Context: an optimization exercise on an open-source flow, tuned for small area and a short achievable clock period. The choices shown serve that exercise and are no tape-out recipe. Only simulation tests tie the RTL to the original design; equivalence was not proved. Power is estimated from default activity; no workload was simulated.

## run 1
Design qpi_rd_stream, start of the top module:
module qpi_rd_stream #(
  parameter int TAGS   = 8,
  parameter int ADDR_W = 20
) (
  input  logic              clk,
  input  logic              reset,
  input  logic              io_start,
  input  logic [ADDR_W-1:0] io_base_addr,
  input  logic [ADDR_W-1:0] io_num_lines,
  input  logic              io_qpi_rd_req_almostfull,
  output logic [ADDR_W-1:0] io_qpi_rd_req_addr,
  output logic [13:0]       io_qpi_rd_req_mdata,
  output logic              io_qpi_rd_req_valid,
  input  logic [13:0]       io_qpi_rd_rsp_mdata,
  input  logic [511:0]      io_qpi_rd_rsp_data,
  input  logic              io_qpi_rd_rsp_valid,
  output logic              io_out_valid,
  output logic [511:0]      io_out_data,
  input  logic              io_out_ready,
  output logic              io_busy,
  output logic              io_done
);
For scale: about 8000 cells after synthesis, ~1100 I/O pins, about 150000 um^2 of cells after synthesis.
clock: 5.5 ns
lec_check: 0
cap_margin: 20
core_margin: 2
core_utilization: 65
cts_cluster_diameter: 80
cts_cluster_size: 20
place_density: 0.74
setup_slack_margin: 2.9
slew_margin: 20
standard.sh (not shown) runs the stock make flow with config.mk's settings and CLKGATE_MAP_FILE= SYNTH_SCRIPT=/design/flow/synth_recipe.tcl, a recipe that flattens the netlist after the stock synthesis.
==> flow/flow/run.sh <==
#!/bin/bash
# Layout: the standard flow (standard.sh: the standard synthesis, floorplan, power grid,
# placement, CTS and routing), with ports buffered by plain buffers instead of the delay cells
# buffer_ports picks by default, and the resizer free to change a cell's footprint. The whole
# make output goes to standard_flow.log; ORFS keeps each step's log under orfs/logs/.
set -euo pipefail
bash standard.sh \
  MATCH_CELL_FOOTPRINT=0 \
  "BUFFER_PORTS_ARGS=-buffer_cell sky130_fd_sc_hd__buf_2" \
  finish > standard_flow.log 2>&1
--- input diff run 1..run 2 ---
- CORE_UTILIZATION: 65 -> 40
- CTS_CLUSTER_DIAMETER: 80 -> 100
- CTS_CLUSTER_SIZE: 20 -> 30
- PLACE_DENSITY: 0.74 -> unset
- SETUP_SLACK_MARGIN: 2.9 -> 3.1
### Flow results
Run 2: arrival time of data at the critical path endpoint 1.53 ns below run 1
Looking at run 1 and run 2, the remaining antenna violation count is a wash.
From run 1 to run 2 the numbers moved as follows: maximum frequency decreased 5.7%; total power decreased 0.34%.
A cell with the largest stage delay on the worst path of edfxtp_1 is what run 2 shows, while mux4_2 belongs to run 1.
Power per unit of standard cell area is higher on run 1
From run 1 to run 2 the numbers moved as follows: share of power burned in combinational logic went up by 2.5 points, initial antenna violation count saw a decrease, share of the cycle needed by the critical path after routing picked up an extra 3.1 points, vias after detailed routing picked up an extra 2024, worst setup slack after layout shows a reduction of 0.17 ns.
Aggregate routed wire length in run 2 is 15% higher than in run 1
diff inputs: run 2 => run 3
- a change of SETUP_SLACK_MARGIN from 3.1 to 2.8
Notes after the runs:
Run 3 completed end to end with timing, DRC and antenna clean.
Summary of run 3 over run 2: detailed-route vias per instance shrank by 3.3%, multi-input gate share of total cell area went up 1.1 points, initial antenna violation count went up 1, wire length went down by about 17%, final area saw a decrease.
Looking only at count of placed standard cells in the final layout, fillers left out, and setting everything else aside, the lower value of run 3 and run 2 goes to run 3.
Compared to run 2, run 3 has routing usage on met1 4.2 points lower.
The power drawn by the clock network of run 3 and that of run 2 are within noise of each other.
STATUS hold slack: run 3 wins against run 2
On shortest clock period the worst path allows after layout: run 3 sits below run 2.
The setup slack of run 3 is larger than that of run 2.
### run 3 -> run 4
- a change of SETUP_SLACK_MARGIN from 2.8 to 2.4
==> results.txt <==
- | global-route usage | run 4 vs run 3 | 0.36 points lower |
- Between run 4 and run 3, it is run 4 whose worst-case vdd ir drop is lower, by about 0.5%.
- Share of the final layout cell area in multi-input gates across run 4 and run 3: no real change.


The RTL this note starts from:
==> flow/design.v <==
module qpi_rd_stream #(
  parameter int TAGS   = 8,
  parameter int ADDR_W = 20
) (
  input  logic              clk,
  input  logic              reset,
  input  logic              io_start,
  input  logic [ADDR_W-1:0] io_base_addr,
  input  logic [ADDR_W-1:0] io_num_lines,
  input  logic              io_qpi_rd_req_almostfull,
  output logic [ADDR_W-1:0] io_qpi_rd_req_addr,
  output logic [13:0]       io_qpi_rd_req_mdata,
  output logic              io_qpi_rd_req_valid,
  input  logic [13:0]       io_qpi_rd_rsp_mdata,
  input  logic [511:0]      io_qpi_rd_rsp_data,
  input  logic              io_qpi_rd_rsp_valid,
  output logic              io_out_valid,
  output logic [511:0]      io_out_data,
  input  logic              io_out_ready,
  output logic              io_busy,
  output logic              io_done
);
  localparam int TAG_W  = $clog2(TAGS);
  localparam int LINE_W = 512;
  localparam int SLOTS  = TAGS - 1;
  localparam int SLOT_W = $clog2(SLOTS);
  logic                busy_q;      
  logic                done_q;      
  logic [ADDR_W-1:0]   addr_q;      
  logic [ADDR_W-1:0]   rem_q;       
  logic                left_q;      
  logic [TAG_W-1:0]    tail_q;      
  logic [TAGS-1:0]     head_q;      
  logic [TAGS-1:0]     await_q;
  logic [TAGS-1:0]     full_q;
  logic                can_q;       
  logic                cani_q;      
  logic                valid_q;     
  logic [SLOT_W-1:0]   nslot_q;     
  logic [SLOT_W-1:0]   tslot_q [TAGS];  
  logic [SLOTS-1:0]    rslot_q;     
  logic [LINE_W-1:0]   slot_data [SLOTS];
  logic [TAGS-1:0]     ah0_q;       
  logic [TAGS-1:0]     ah1_q;       
  logic [SLOTS-1:0]    aws_q [TAGS];  
  logic [LINE_W-1:0]   out_q;       
  logic                busy_n;
  logic                done_n;
  logic                left_n;
  logic [TAG_W-1:0]    tail_n;
  logic [TAGS-1:0]     head_n;
  logic [TAGS-1:0]     await_n;
  logic [TAGS-1:0]     full_n;
  logic [TAGS-1:0]     occ_n;
  logic [TAGS-1:0]     tail_oh;
  logic [TAGS-1:0]     tag_oh;
  logic [TAGS-1:0]     acc;
  logic                hit;
  logic                hsel;
  logic [TAGS-1:0]     ah1_n;
  logic [SLOTS-1:0]    we;
  logic [LINE_W-1:0]   rdata;
  logic                want_issue;
  logic                issue;
  logic                pop;
  logic                last_pop;
  logic                start;
  logic                unused_mdata;
  assign tail_oh    = TAGS'(1) << tail_q;
  assign tag_oh     = TAGS'(1) << io_qpi_rd_rsp_mdata[TAG_W-1:0];
  assign want_issue = busy_q & ~done_q & left_q;
  assign issue      = cani_q & ~io_qpi_rd_req_almostfull;
  assign start      = ~busy_q & io_start;
  assign io_qpi_rd_req_valid = can_q & ~io_qpi_rd_req_almostfull;
  assign io_qpi_rd_req_addr  = addr_q;
  assign io_qpi_rd_req_mdata = {{(14-TAG_W){1'b0}}, tail_q};
  assign acc          = {TAGS{io_qpi_rd_rsp_valid}} & tag_oh & await_q;
  assign hsel         = ah0_q[io_qpi_rd_rsp_mdata[TAG_W-1:0]] |
                        (pop & ah1_q[io_qpi_rd_rsp_mdata[TAG_W-1:0]]);
  assign hit          = io_qpi_rd_rsp_valid & hsel;
  assign unused_mdata = ^io_qpi_rd_rsp_mdata[13:TAG_W];
  for (genvar p = 0; p < SLOTS; p++) begin : g_we
    assign we[p] = io_qpi_rd_rsp_valid & ~hsel & aws_q[io_qpi_rd_rsp_mdata[TAG_W-1:0]][p];
  end
  assign io_out_valid = valid_q;
  assign io_out_data  = out_q;
  assign pop          = valid_q & io_out_ready;
  assign last_pop     = pop & ~left_q &
                        ~|((await_q | full_q) & {head_q[TAGS-2:0], head_q[TAGS-1]});
  assign io_busy = busy_q;
  assign io_done = done_q;
  always_comb begin
    rdata = '0;
    for (int p = 0; p < SLOTS; p++)
      rdata = rdata | ({LINE_W{rslot_q[p]}} & slot_data[p]);
  end
  always_comb begin
    busy_n  = busy_q;
    done_n  = done_q;
    left_n  = left_q;
    tail_n  = tail_q;
    head_n  = head_q;
    if (start) begin
      busy_n = 1'b1;
      done_n = (io_num_lines == '0);
      left_n = (io_num_lines != '0);
      tail_n = '0;
      head_n = TAGS'(1);
    end else begin
      if (done_q) begin
        busy_n = 1'b0;
        done_n = 1'b0;
      end else if (last_pop) begin
        done_n = 1'b1;
      end
      if (issue) begin
        left_n = (rem_q != ADDR_W'(1));
        tail_n = tail_q + 1'b1;
      end
      if (pop) head_n = {head_q[TAGS-2:0], head_q[TAGS-1]};
    end
    await_n = (await_q & ~acc) | (issue ? tail_oh : '0);
    full_n  = (full_q & ~(pop ? head_q : '0)) | acc;
    occ_n   = await_n | full_n;
    ah1_n   = await_n & {head_n[TAGS-2:0], head_n[TAGS-1]};
  end
  always_ff @(posedge clk or negedge reset) begin
    if (!reset) begin
      busy_q  <= 1'b0;
      done_q  <= 1'b0;
      addr_q  <= '0;
      rem_q   <= '0;
      left_q  <= 1'b0;
      tail_q  <= '0;
      head_q  <= TAGS'(1);
      await_q <= '0;
      full_q  <= '0;
      can_q   <= 1'b0;
      cani_q  <= 1'b0;
      valid_q <= 1'b0;
    end else begin
      busy_q  <= busy_n;
      done_q  <= done_n;
      left_q  <= left_n;
      tail_q  <= tail_n;
      head_q  <= head_n;
      await_q <= await_n;
      full_q  <= full_n;
      can_q   <= busy_n & ~done_n & left_n & ~occ_n[tail_n];
      cani_q  <= busy_n & ~done_n & left_n & ~|(occ_n & (TAGS'(1) << tail_n));
      valid_q <= |(full_n & head_n);
      if (start) begin
        addr_q <= io_base_addr;
        rem_q  <= io_num_lines;
      end else if (issue) begin
        addr_q <= addr_q + 1'b1;
        rem_q  <= rem_q - 1'b1;
      end
    end
  end
  always_ff @(posedge clk) begin
    if (start) begin
      nslot_q <= SLOT_W'(SLOTS - 1);
      rslot_q <= SLOTS'(1);
    end else begin
      if (issue) begin
        tslot_q[tail_q] <= nslot_q;
        nslot_q         <= (nslot_q == SLOT_W'(SLOTS - 1)) ? '0 : nslot_q + 1'b1;
      end
      if (pop) rslot_q <= {rslot_q[SLOTS-2:0], rslot_q[SLOTS-1]};
    end
  end
  always_ff @(posedge clk) begin
    ah0_q <= await_n & head_n;
    ah1_q <= ah1_n;
    for (int t = 0; t < TAGS; t++) begin
      if (issue && tail_q == TAG_W'(t))
        aws_q[t] <= await_n[t] ? (SLOTS'(1) << nslot_q) : '0;
      else
        aws_q[t] <= await_n[t] ? (SLOTS'(1) << tslot_q[t]) : '0;
    end
  end
  for (genvar p = 0; p < SLOTS; p++) begin : g_slot
    always_ff @(posedge clk) begin
      if (we[p]) slot_data[p] <= io_qpi_rd_rsp_data;
    end
  end
  always_ff @(posedge clk) begin
    if (pop | hit) out_q <= hit ? io_qpi_rd_rsp_data : rdata;
  end
endmodule
Settings: LEC_CHECK=0, CAP_MARGIN=20, CORE_MARGIN=2, CORE_UTILIZATION=60, CTS_CLUSTER_DIAMETER=80, CTS_CLUSTER_SIZE=20, PLACE_DENSITY=0.69, SETUP_SLACK_MARGIN=2.8, SLEW_MARGIN=20; clock period 5.5 ns.
Scripts as last shown in full above: flow/flow/run.sh
The baseline completed without violations.
Edit:
- CORE_UTILIZATION: 60 -> 48
- CTS_CLUSTER_DIAMETER: 80 -> 100
- CTS_CLUSTER_SIZE: 20 -> 24
- PLACE_DENSITY: 0.69 -> 0.6
Global-route usage shrinks by 4.9 points.
Core utilization went down by 14 points.
Critical path depth does not change.
Clock skew came out higher by 0.010 ns.
Via count falls by 1.1%.
Edit:
- CORE_UTILIZATION: 48 -> 55
- CTS_CLUSTER_DIAMETER: 100 -> 80
- CTS_CLUSTER_SIZE: 24 -> 20
- PLACE_DENSITY: 0.6 -> 0.65
Effect:
- design area is about the same
- synthesized cell count stays the same
- register-to-register slack gets better by 0.08 ns
- hold slack loses 0.0094 ns

## static timing again, ports no longer ideal
No port has a modelled driver above. Below, the same layouts with a new extraction and two added sets of constraints. Step 1 assumes that a clkbuf_16 drives the clock port and a buf_2 every other input. Step 2 moves the port delays by t, midway between the first and last clock arrival at a register: inputs arrive t later, outputs are due t later. That takes back most of the time a late clock gives input paths. Three values: ideal, step 1, step 2; two values: the first two.
run | t, ns | setup WS [ns] | worst slew at a driven data input, ns
run 1 | 0.986 | 2.673 / 2.554 / 1.568 | 0.24
run 2 | 1.015 | 2.501 / 2.388 / 1.522 | 0.37
run 3 | 0.996 | 2.516 / 2.413 / 1.572 | 0.35
run 4 | 1.019 | 2.371 / 2.345 / 1.326 | 0.36
the first run of note 2 | 1.005 | 2.743 / 2.643 / 1.656 | 0.29
the second run of note 2 | 1.008 | 2.629 / 2.529 / 1.609 | 0.26
the third run of note 2 | 1.012 | 2.682 / 2.580 / 1.676 | 0.25
After both steps every run listed still meets setup and hold. For run 1, which loses most, drivers alone change the setup slack by -0.119 ns; drivers and shift together by -1.105 ns.
